Source: an optimization exercise on an open RTL-to-GDS flow (aim: a short achievable clock period and few clock cycles). Production flows keep margins and buffers that such runs may drop.
Only simulation tests tie the RTL to the original design; equivalence was not proved.
No activity file was given, so power comes from the tool's default toggle rates.

==> flow/run.sh <==
#!/bin/bash
# synth_recipe.tcl (not shown) runs the flow's synth.tcl, then flattens the netlist and writes it again
# the make line also repeats each setting of config.mk as NAME=value (left out here)
make -C /OpenROAD-flow-scripts/flow DESIGN_CONFIG=/design/flow/config.mk WORK_HOME=/design/flow/orfs CLKGATE_MAP_FILE= SYNTH_SCRIPT=/design/flow/synth_recipe.tcl finish
==> flow/config.mk <==
export PLATFORM = sky130hd
export DESIGN_NAME = tilt_shake_gesture_detector
export DESIGN_NICKNAME = tilt_shake_gesture_detector
export VERILOG_FILES = /design/flow/design.v
export SDC_FILE = /design/flow/constraint.sdc
export NUM_CORES = 4
export LEC_CHECK = 0
export CAP_MARGIN = 20
export CORE_MARGIN = 2
export CORE_UTILIZATION = 40
export SLEW_MARGIN = 20
==> flow/constraint.sdc <==
create_clock -name core_clock -period 7.0 [get_ports {clk}]
set_input_delay 1.4000 -clock core_clock [delete_from_list [all_inputs] [get_ports {clk}]]
set_output_delay 1.4000 -clock core_clock [all_outputs]
set_load 0.01 [all_outputs]
==> flow/design.v <==
package tsg_pkg;
  typedef struct packed {
    logic signed [15:0] raw_x;
    logic signed [15:0] raw_y;
    logic signed [15:0] raw_z;
    logic [31:0]        now_ms;
  } tsg_in_t;
  typedef struct packed {
    logic [2:0]         gesture;
    logic signed [15:0] corr_x;
    logic signed [15:0] corr_y;
    logic signed [15:0] corr_z;
  } tsg_out_t;
  typedef struct packed {
    logic        en;
    logic        tilted;
    logic [31:0] now_ms;
  } tsg_det_req_t;
  localparam int unsigned CfgIdxW = 3;
  localparam logic [CfgIdxW-1:0] REG_OFFSET_X       = 3'd0;
  localparam logic [CfgIdxW-1:0] REG_OFFSET_Y       = 3'd1;
  localparam logic [CfgIdxW-1:0] REG_OFFSET_Z       = 3'd2;
  localparam logic [CfgIdxW-1:0] REG_FORWARD_LIMIT  = 3'd3;
  localparam logic [CfgIdxW-1:0] REG_BACKWARD_LIMIT = 3'd4;
  localparam logic [CfgIdxW-1:0] REG_SIDE_LIMIT     = 3'd5;
  localparam logic [CfgIdxW-1:0] REG_SHAKE_JUMP     = 3'd6;
  localparam logic [CfgIdxW-1:0] REG_HOLD_MS        = 3'd7;
  localparam logic [2:0] GEST_NONE     = 3'd0;
  localparam logic [2:0] GEST_FORWARD  = 3'd1;
  localparam logic [2:0] GEST_BACKWARD = 3'd2;
  localparam logic [2:0] GEST_LEFT     = 3'd3;
  localparam logic [2:0] GEST_RIGHT    = 3'd4;
  localparam logic [2:0] GEST_SHAKE    = 3'd5;
  localparam logic signed [15:0] RST_FORWARD_LIMIT  = -16'sd10000;
  localparam logic signed [15:0] RST_BACKWARD_LIMIT = 16'sd14000;
  localparam logic [14:0]        RST_SIDE_LIMIT     = 15'd10000;
  localparam logic [15:0]        RST_SHAKE_JUMP     = 16'd8000;
  localparam logic [15:0]        RST_HOLD_MS        = 16'd1000;
  localparam logic [31:0] SIDE_HOLD_MS    = 32'd500;
  localparam logic [2:0]  SHAKE_RUN_LIMIT = 3'd3;
endpackage
module tsg_hold (
  input  logic                 clk,
  input  logic                 rst_n,
  input  tsg_pkg::tsg_det_req_t req,
  input  logic [15:0]          hold_ms,
  output logic                 fire
);
  logic        running_r, running_nxt;
  logic        fired_r, fired_nxt;
  logic [31:0] start_r, start_nxt;
  logic [31:0] elapsed;
  assign elapsed = req.now_ms - start_r;    
  assign fire    = req.tilted && running_r && !fired_r && (elapsed >= {16'd0, hold_ms});
  always_comb begin
    running_nxt = running_r;
    fired_nxt   = fired_r;
    start_nxt   = start_r;
    if (!req.tilted) begin
      running_nxt = 1'b0;
      fired_nxt   = 1'b0;
    end else if (!running_r) begin
      running_nxt = 1'b1;
      fired_nxt   = 1'b0;
      start_nxt   = req.now_ms;
    end else if (fire) begin
      fired_nxt   = 1'b1;
    end
  end
  always_ff @(posedge clk) begin
    if (!rst_n) begin
      running_r <= 1'b0;
      fired_r   <= 1'b0;
    end else if (req.en) begin
      running_r <= running_nxt;
      fired_r   <= fired_nxt;
    end
  end
  always_ff @(posedge clk) begin
    if (req.en) begin
      start_r <= start_nxt;
    end
  end
endmodule
module tsg_side (
  input  logic                 clk,
  input  logic                 rst_n,
  input  tsg_pkg::tsg_det_req_t req,
  output logic                 fire
);
  logic        running_r, running_nxt;
  logic [31:0] start_r, start_nxt;
  logic [31:0] elapsed;
  assign elapsed = req.now_ms - start_r;
  assign fire    = req.tilted && running_r && (elapsed >= tsg_pkg::SIDE_HOLD_MS);
  always_comb begin
    running_nxt = running_r;
    start_nxt   = start_r;
    if (!req.tilted) begin
      running_nxt = 1'b0;
    end else if (!running_r) begin
      running_nxt = 1'b1;
      start_nxt   = req.now_ms;
    end else if (fire) begin
      running_nxt = 1'b0;
    end
  end
  always_ff @(posedge clk) begin
    if (!rst_n) begin
      running_r <= 1'b0;
    end else if (req.en) begin
      running_r <= running_nxt;
    end
  end
  always_ff @(posedge clk) begin
    if (req.en) begin
      start_r <= start_nxt;
    end
  end
endmodule
module tsg_shake (
  input  logic             clk,
  input  logic             rst_n,
  input  logic             en,
  input  logic [2:0][15:0] corr,
  input  logic [15:0]      shake_jump,
  output logic             fire
);
  logic [2:0][15:0] prev_r;
  logic [2:0]       run_r, run_nxt;
  logic [2:0]       run_inc;
  logic [2:0]       axis_big;
  logic             big;
  always_comb begin
    logic signed [16:0] diff;
    logic        [16:0] mag;
    for (int i = 0; i < 3; i++) begin
      diff = $signed({corr[i][15], corr[i]}) - $signed({prev_r[i][15], prev_r[i]});
      mag  = diff[16] ? 17'(-diff) : 17'(diff);
      axis_big[i] = (mag[15:0] > shake_jump);
    end
  end
  assign big     = |axis_big;
  assign run_inc = run_r + 3'd1;
  assign fire    = big && (run_inc > tsg_pkg::SHAKE_RUN_LIMIT);
  always_comb begin
    if (!big || fire) begin
      run_nxt = 3'd0;
    end else begin
      run_nxt = run_inc;
    end
  end
  always_ff @(posedge clk) begin
    if (!rst_n) begin
      run_r  <= 3'd0;
      prev_r <= '0;
    end else if (en) begin
      run_r  <= run_nxt;
      prev_r <= corr;
    end
  end
endmodule
module tilt_shake_gesture_detector (
  input  logic                              clk,
  input  logic                              rst_n,
  input  logic                              in_valid,
  output logic                              in_stall,
  input  logic [79:0]                       in_data,    
  output logic                              out_valid,
  input  logic                              out_stall,
  output logic [50:0]                       out_data,   
  input  logic                              cfg_valid,
  output logic                              cfg_ready,
  input  logic [tsg_pkg::CfgIdxW-1:0]       cfg_index,
  input  logic [15:0]                       cfg_data
);
  logic signed [15:0] offset_x_r, offset_y_r, offset_z_r;
  logic signed [15:0] forward_limit_r, backward_limit_r;
  logic [14:0]        side_limit_r;
  logic [15:0]        shake_jump_r, hold_ms_r;
  logic              in_valid_r;
  tsg_pkg::tsg_in_t  in_data_r;
  logic              out_valid_r;
  tsg_pkg::tsg_out_t out_data_r, out_data_nxt;
  logic adv;            
  tsg_pkg::tsg_in_t  in_data_s;
  assign in_data_s = in_data;
  logic signed [15:0] corr_x, corr_y, corr_z;
  logic signed [16:0] corr_y_ext, side_ext;
  logic fwd_tilt, bwd_tilt, y_above, y_below;
  tsg_pkg::tsg_det_req_t fwd_req, bwd_req, left_req, right_req;
  logic fwd_fire, bwd_fire, left_fire, right_fire, shake_fire;
  logic shake_en;
  assign cfg_ready = 1'b1;
  always_ff @(posedge clk) begin
    if (!rst_n) begin
      offset_x_r       <= '0;
      offset_y_r       <= '0;
      offset_z_r       <= '0;
      forward_limit_r  <= tsg_pkg::RST_FORWARD_LIMIT;
      backward_limit_r <= tsg_pkg::RST_BACKWARD_LIMIT;
      side_limit_r     <= tsg_pkg::RST_SIDE_LIMIT;
      shake_jump_r     <= tsg_pkg::RST_SHAKE_JUMP;
      hold_ms_r        <= tsg_pkg::RST_HOLD_MS;
    end else if (cfg_valid && cfg_ready) begin
      case (cfg_index)
        tsg_pkg::REG_OFFSET_X:       offset_x_r       <= cfg_data;
        tsg_pkg::REG_OFFSET_Y:       offset_y_r       <= cfg_data;
        tsg_pkg::REG_OFFSET_Z:       offset_z_r       <= cfg_data;
        tsg_pkg::REG_FORWARD_LIMIT:  forward_limit_r  <= cfg_data;
        tsg_pkg::REG_BACKWARD_LIMIT: backward_limit_r <= cfg_data;
        tsg_pkg::REG_SIDE_LIMIT:     side_limit_r     <= cfg_data[14:0];
        tsg_pkg::REG_SHAKE_JUMP:     shake_jump_r     <= cfg_data;
        tsg_pkg::REG_HOLD_MS:        hold_ms_r        <= cfg_data;
        default: ;
      endcase
    end
  end
  assign adv      = in_valid_r && (!out_valid_r || !out_stall);
  assign in_stall = in_valid_r && out_valid_r && out_stall;
  always_ff @(posedge clk) begin
    if (!rst_n) begin
      in_valid_r <= 1'b0;
    end else if (!in_stall) begin
      in_valid_r <= in_valid;
    end
  end
  always_ff @(posedge clk) begin
    if (in_valid && !in_stall) begin
      in_data_r <= in_data_s;
    end
  end
  assign corr_x = in_data_r.raw_x - offset_x_r;
  assign corr_y = in_data_r.raw_y - offset_y_r;
  assign corr_z = in_data_r.raw_z - offset_z_r;
  assign fwd_tilt   = corr_x < forward_limit_r;
  assign bwd_tilt   = corr_x > backward_limit_r;
  assign corr_y_ext = {corr_y[15], corr_y};
  assign side_ext   = $signed({2'b00, side_limit_r});
  assign y_above    = corr_y_ext > side_ext;
  assign y_below    = corr_y_ext < -side_ext;
  assign fwd_req   = {adv, fwd_tilt, in_data_r.now_ms};
  assign bwd_req   = {adv && !fwd_fire, bwd_tilt, in_data_r.now_ms};
  assign left_req  = {adv && !fwd_fire && !bwd_fire, y_above, in_data_r.now_ms};
  assign right_req = {adv && !fwd_fire && !bwd_fire && !left_fire, y_below,
                      in_data_r.now_ms};
  assign shake_en  = adv && !fwd_fire && !bwd_fire && !left_fire && !right_fire;
  tsg_hold u_fwd (
    .clk     (clk),
    .rst_n   (rst_n),
    .req     (fwd_req),
    .hold_ms (hold_ms_r),
    .fire    (fwd_fire)
  );
  tsg_hold u_bwd (
    .clk     (clk),
    .rst_n   (rst_n),
    .req     (bwd_req),
    .hold_ms (hold_ms_r),
    .fire    (bwd_fire)
  );
  tsg_side u_left (
    .clk   (clk),
    .rst_n (rst_n),
    .req   (left_req),
    .fire  (left_fire)
  );
  tsg_side u_right (
    .clk   (clk),
    .rst_n (rst_n),
    .req   (right_req),
    .fire  (right_fire)
  );
  tsg_shake u_shake (
    .clk        (clk),
    .rst_n      (rst_n),
    .en         (shake_en),
    .corr       ({corr_z, corr_y, corr_x}),
    .shake_jump (shake_jump_r),
    .fire       (shake_fire)
  );
  always_comb begin
    out_data_nxt.corr_x = corr_x;
    out_data_nxt.corr_y = corr_y;
    out_data_nxt.corr_z = corr_z;
    if (fwd_fire) begin
      out_data_nxt.gesture = tsg_pkg::GEST_FORWARD;
    end else if (bwd_fire) begin
      out_data_nxt.gesture = tsg_pkg::GEST_BACKWARD;
    end else if (left_fire) begin
      out_data_nxt.gesture = tsg_pkg::GEST_LEFT;
    end else if (right_fire) begin
      out_data_nxt.gesture = tsg_pkg::GEST_RIGHT;
    end else if (shake_fire) begin
      out_data_nxt.gesture = tsg_pkg::GEST_SHAKE;
    end else begin
      out_data_nxt.gesture = tsg_pkg::GEST_NONE;
    end
  end
  always_ff @(posedge clk) begin
    if (!rst_n) begin
      out_valid_r <= 1'b0;
    end else if (adv) begin
      out_valid_r <= 1'b1;
    end else if (!out_stall) begin
      out_valid_r <= 1'b0;
    end
  end
  always_ff @(posedge clk) begin
    if (adv) begin
      out_data_r <= out_data_nxt;
    end
  end
  assign out_valid = out_valid_r;
  assign out_data  = out_data_r;
endmodule
==> run notes <==
[cell families after synthesis]
group	count (synthesis)	synth area share [%]
and+or+nand+nor	1099	16.7
xor gates and xnor gates	191	5.37
adders and majority gates	375	15.2
other	1	0.0119
AOI/OAI and AO/OA	959	19.4
buffers and inverters	506	6.17
DFF	445	36.6
muxes	17	0.569
[power groups by stage]
stage	clock network (uW)	registers (uW)	logic, uW
6_report	2920	3010	2980
3_3_place_gp	0	3070	2900
2_1_floorplan	0	3050	2090
5_1_grt	3080	3030	3330
4_1_cts	2990	3020	2940
3_5_place_dp	0	3070	2920
[routing by layer]
layer | vias to the layer above | GRT usage (%)
li1 | 13233 | -
met1 | 12489 | 32.5
met2 | 725 | 33.7
met3 | 121 | 3.64
met4 | 2 | 5.63
met5 | - | 0
[stage by stage]
step,instances,hold WS [ns]
after global routing,4849,0.467
after CTS,4848,0.450
after floorplan,3593,0.422
final,4849,0.452
after global placement,4743,0.431
after detailed placement,4743,0.438
[final cells by class]
cell class                 instances  area [um^2]
tap                             1040         1300
inverter                         385         1450
fill                            7563        41100
sequential                       445        11500
clock buffer                      84         1690
timing repair buffer             232         2180
clock inverter                    21          180
multi-input combinational       2642        18200
[placed cells by master, fill, tap and decap left out, types with 61 or more instances in the layout]
| cell | Yosys | routed |
|---|---|---|
| clkbuf_16 | 0 | 61 |
| nand3_1 | 101 | 101 |
| nor3_1 | 80 | 79 |
| nor2_1 | 214 | 207 |
| clkdlybuf4s50_1 | 0 | 155 |
| inv_1 | 384 | 383 |
| xnor2_1 | 127 | 125 |
| xor2_1 | 63 | 63 |
| buf_4 | 1 | 72 |
| a21o_1 | 73 | 73 |
| dfxtp_1 | 186 | 186 |
| edfxtp_1 | 259 | 259 |
| nand2_1 | 389 | 388 |
| ha_1 | 365 | 365 |
| a21oi_1 | 344 | 340 |
| o21ai_0 | 174 | 172 |
[flip-flops by register name, indices dropped and copies added (netlist names), 32 cells and up]
register / count
u_left.start_r: 32
u_bwd.start_r: 32
u_right.start_r: 32
u_fwd.start_r: 32
u_shake.prev_r: 48
in_data_r: 80
out_data_r: 51
[worst max-delay path, delay by kind of cell, from the launching register on]
| family | cells | cell delay, ns |
|---|---|---|
| xor+xnor | 2 | 0.35 |
| buf+inv | 2 | 0.30 |
| compound gates | 12 | 2.04 |
| fa+ha+maj | 4 | 1.54 |
| simple gates | 8 | 1.82 |
| flops | 1 | 0.32 |
[worst max-delay path by stage]
stage / to / start / cells after the start / slack [ns]
after floorplan: u_right.start_r[0]$_DFFE_PP_ / in_data_r[0]$_DFFE_PP_ / 23 / 0.37
after global placement: out_data_r[48]$_SDFFCE_PP1P_ / in_data_r[48]$_DFFE_PP_ / 36 / 0.16
after detailed placement: out_data_r[48]$_SDFFCE_PP1P_ / in_data_r[48]$_DFFE_PP_ / 36 / -0.05
after CTS: out_data_r[48]$_SDFFCE_PP1P_ / in_data_r[48]$_DFFE_PP_ / 36 / 0.16
after global routing: out_data_r[48]$_SDFFCE_PP1P_ / in_data_r[48]$_DFFE_PP_ / 34 / -0.03
final: out_data_r[48]$_SDFFCE_PP1P_ / in_data_r[64]$_DFFE_PP_ / 28 / 0.41
[what timing repair did]
item                                    4_1_cts  5_1_grt
resized for setup                             1       25
pin swaps                                     0        6
endpoints found under the setup margin        1        4
buffers inserted                              0        1
==> reports/results.tsv <==
metric	value	unit
synth-edff-count	259	
clock-sinks	445	
highest_layer	met5	
fin_area	36500	um^2
holdPathStages	2	
place.gp.congestion	0.906	
synth_common_cells	nand2_1, inv_1, ha_1	
p_int	5930	uW
pre_cts_ws	-0.0507	ns
sequentialPowerShare	33.8	%
drc	0	
grt_max_degree	80	
drt-met1-wl	45700	um
maxSlewViolCount	0	
yosys_register_bits	445	
cp_max_fo	4	
track_usage	22.2	%
grt_pass1_vias	25065	
hold_end	u_shake.run_r[2]$_SDFFE_PN0P_	
rr_startpoint	in_data_r[64]$_DFFE_PP_	
clkTransAtPathRegs	0.06	ns
dieArea	80800	um^2
cp_slowest_cell	fa_1	
cts_tree	yes	
ios	158	
switching_share	33.5	%
clock-root-buffer	clkbuf_16	
dp_hpwl	69200	um
ys_warn_count	4	
setup_violations	0	
drt_first_pass_iters	6	
clk_latency	0.62	ns
ant_nets	0	
netSwitchingPower	2980	uW
yosysUniqueCellTypes	87	
cts.path.max_buffers	3	
die_w	284	um
async_flop_share	0	%
vias_per_cell	5.48	
vias	26570	
htreeDepth	2	
layout-drive-gt1-share	6.41	%
cts_buffers	56	
yosys.area.top_type	edfxtp_1	
wl_met2	38800	um
hold_violations	0	
cp.arrival	6.97	ns
clock.fmax	0.152	GHz
worstSetupEndpointType	register	
routedWlPerCell	19.0	um
cpMostUsedCell	a21o_1	
slowest_delay	0.70	ns
fin_crit_sh	94.2	%
routed_wl	92200	um
worstReg2RegEnd	out_data_r[48]$_SDFFCE_PP1P_	
io_buffers	156	
grt-ovfl-total	0	
synth_top_cells_by_area	edfxtp_1, ha_1, dfxtp_1, a21oi_1, nand2_1	
area_growth_syn_to_layout	16.0	%
comb_power_share	33.5	%
drt_iter0_markers	1823	
fin_nets	4241	
synthFlopType	edfxtp_1	
timing.slew.headroom	25.9	%
fin_util	47.0	%
antenna_found_initial	4	
placedInstanceArea	34500	um^2
p_clk_share	32.7	%
synthesis.nets	4072	
cp_data_required_time	7.37	ns
cts-hold-fix-buffers	0	
start_util	40.5	%
netlist_area	31400	um^2
core_area	77600	um^2
holdCritStartpoint	u_shake.run_r[2]$_SDFFE_PN0P_	
ys_seq_area_share	36.6	%
tightest_slew	1.11	ns
yosys.cell_count.top_type	nand2_1	
tns	0	ns
crit_path_start_kind	register	
finClkSkew	0.0414	ns
finalPower	8910	uW
ff2ff_path_depth	28	
die_h	284	um
wl_met3	5460	um
fin_ws	0.407	ns
min_period	6.59	ns
critical_path_class	reg2reg	
holdCritPathClass	reg2reg	
leakage	0.0146	uW
synth.avg_cell_area	8.75	um^2
cap_violations	0	
rrSetupSlack	0.41	ns
postSynthCellCount	3593	
vdd_ir_drop_max	148	uV
status	timing/DRC/antenna clean	
diodes	0	
num_rows	102	
synth_top_area_share	24.7	%
grt_pass1_wl	142000	um
power.density	244	nW/um^2
Testbench counts, summed over its fixed seeds: cycles 16,016.

==> separate check: timing with driven ports <==
The results above use ideal ports. As a check the final layout listed here was re-extracted and re-timed, cells and wires unchanged. Step 1 (the two cells are an assumption about what drives the block):
set clk [get_ports {clk}]
set_driving_cell -lib_cell sky130_fd_sc_hd__clkbuf_16 $clk
set_driving_cell -lib_cell sky130_fd_sc_hd__buf_2 [delete_from_list [all_inputs] $clk]
Step 2 moves the port delays by t, midway between the first and last clock arrival at a register: inputs arrive t later, outputs are due t later. That takes back most of the time a late clock gives input paths. Three values: ideal, step 1, step 2; two values: the first two.
t (ns): 0.672
setup WS [ns]: 0.407 / 0.407 / 0.407
worst setup path after step 2: register to register
clock arrival spread, ns: 0.042 / 0.041
After both steps this run still meets setup and hold. For this run, drivers alone change the setup slack by 0.000 ns; drivers and shift together by 0.000 ns.
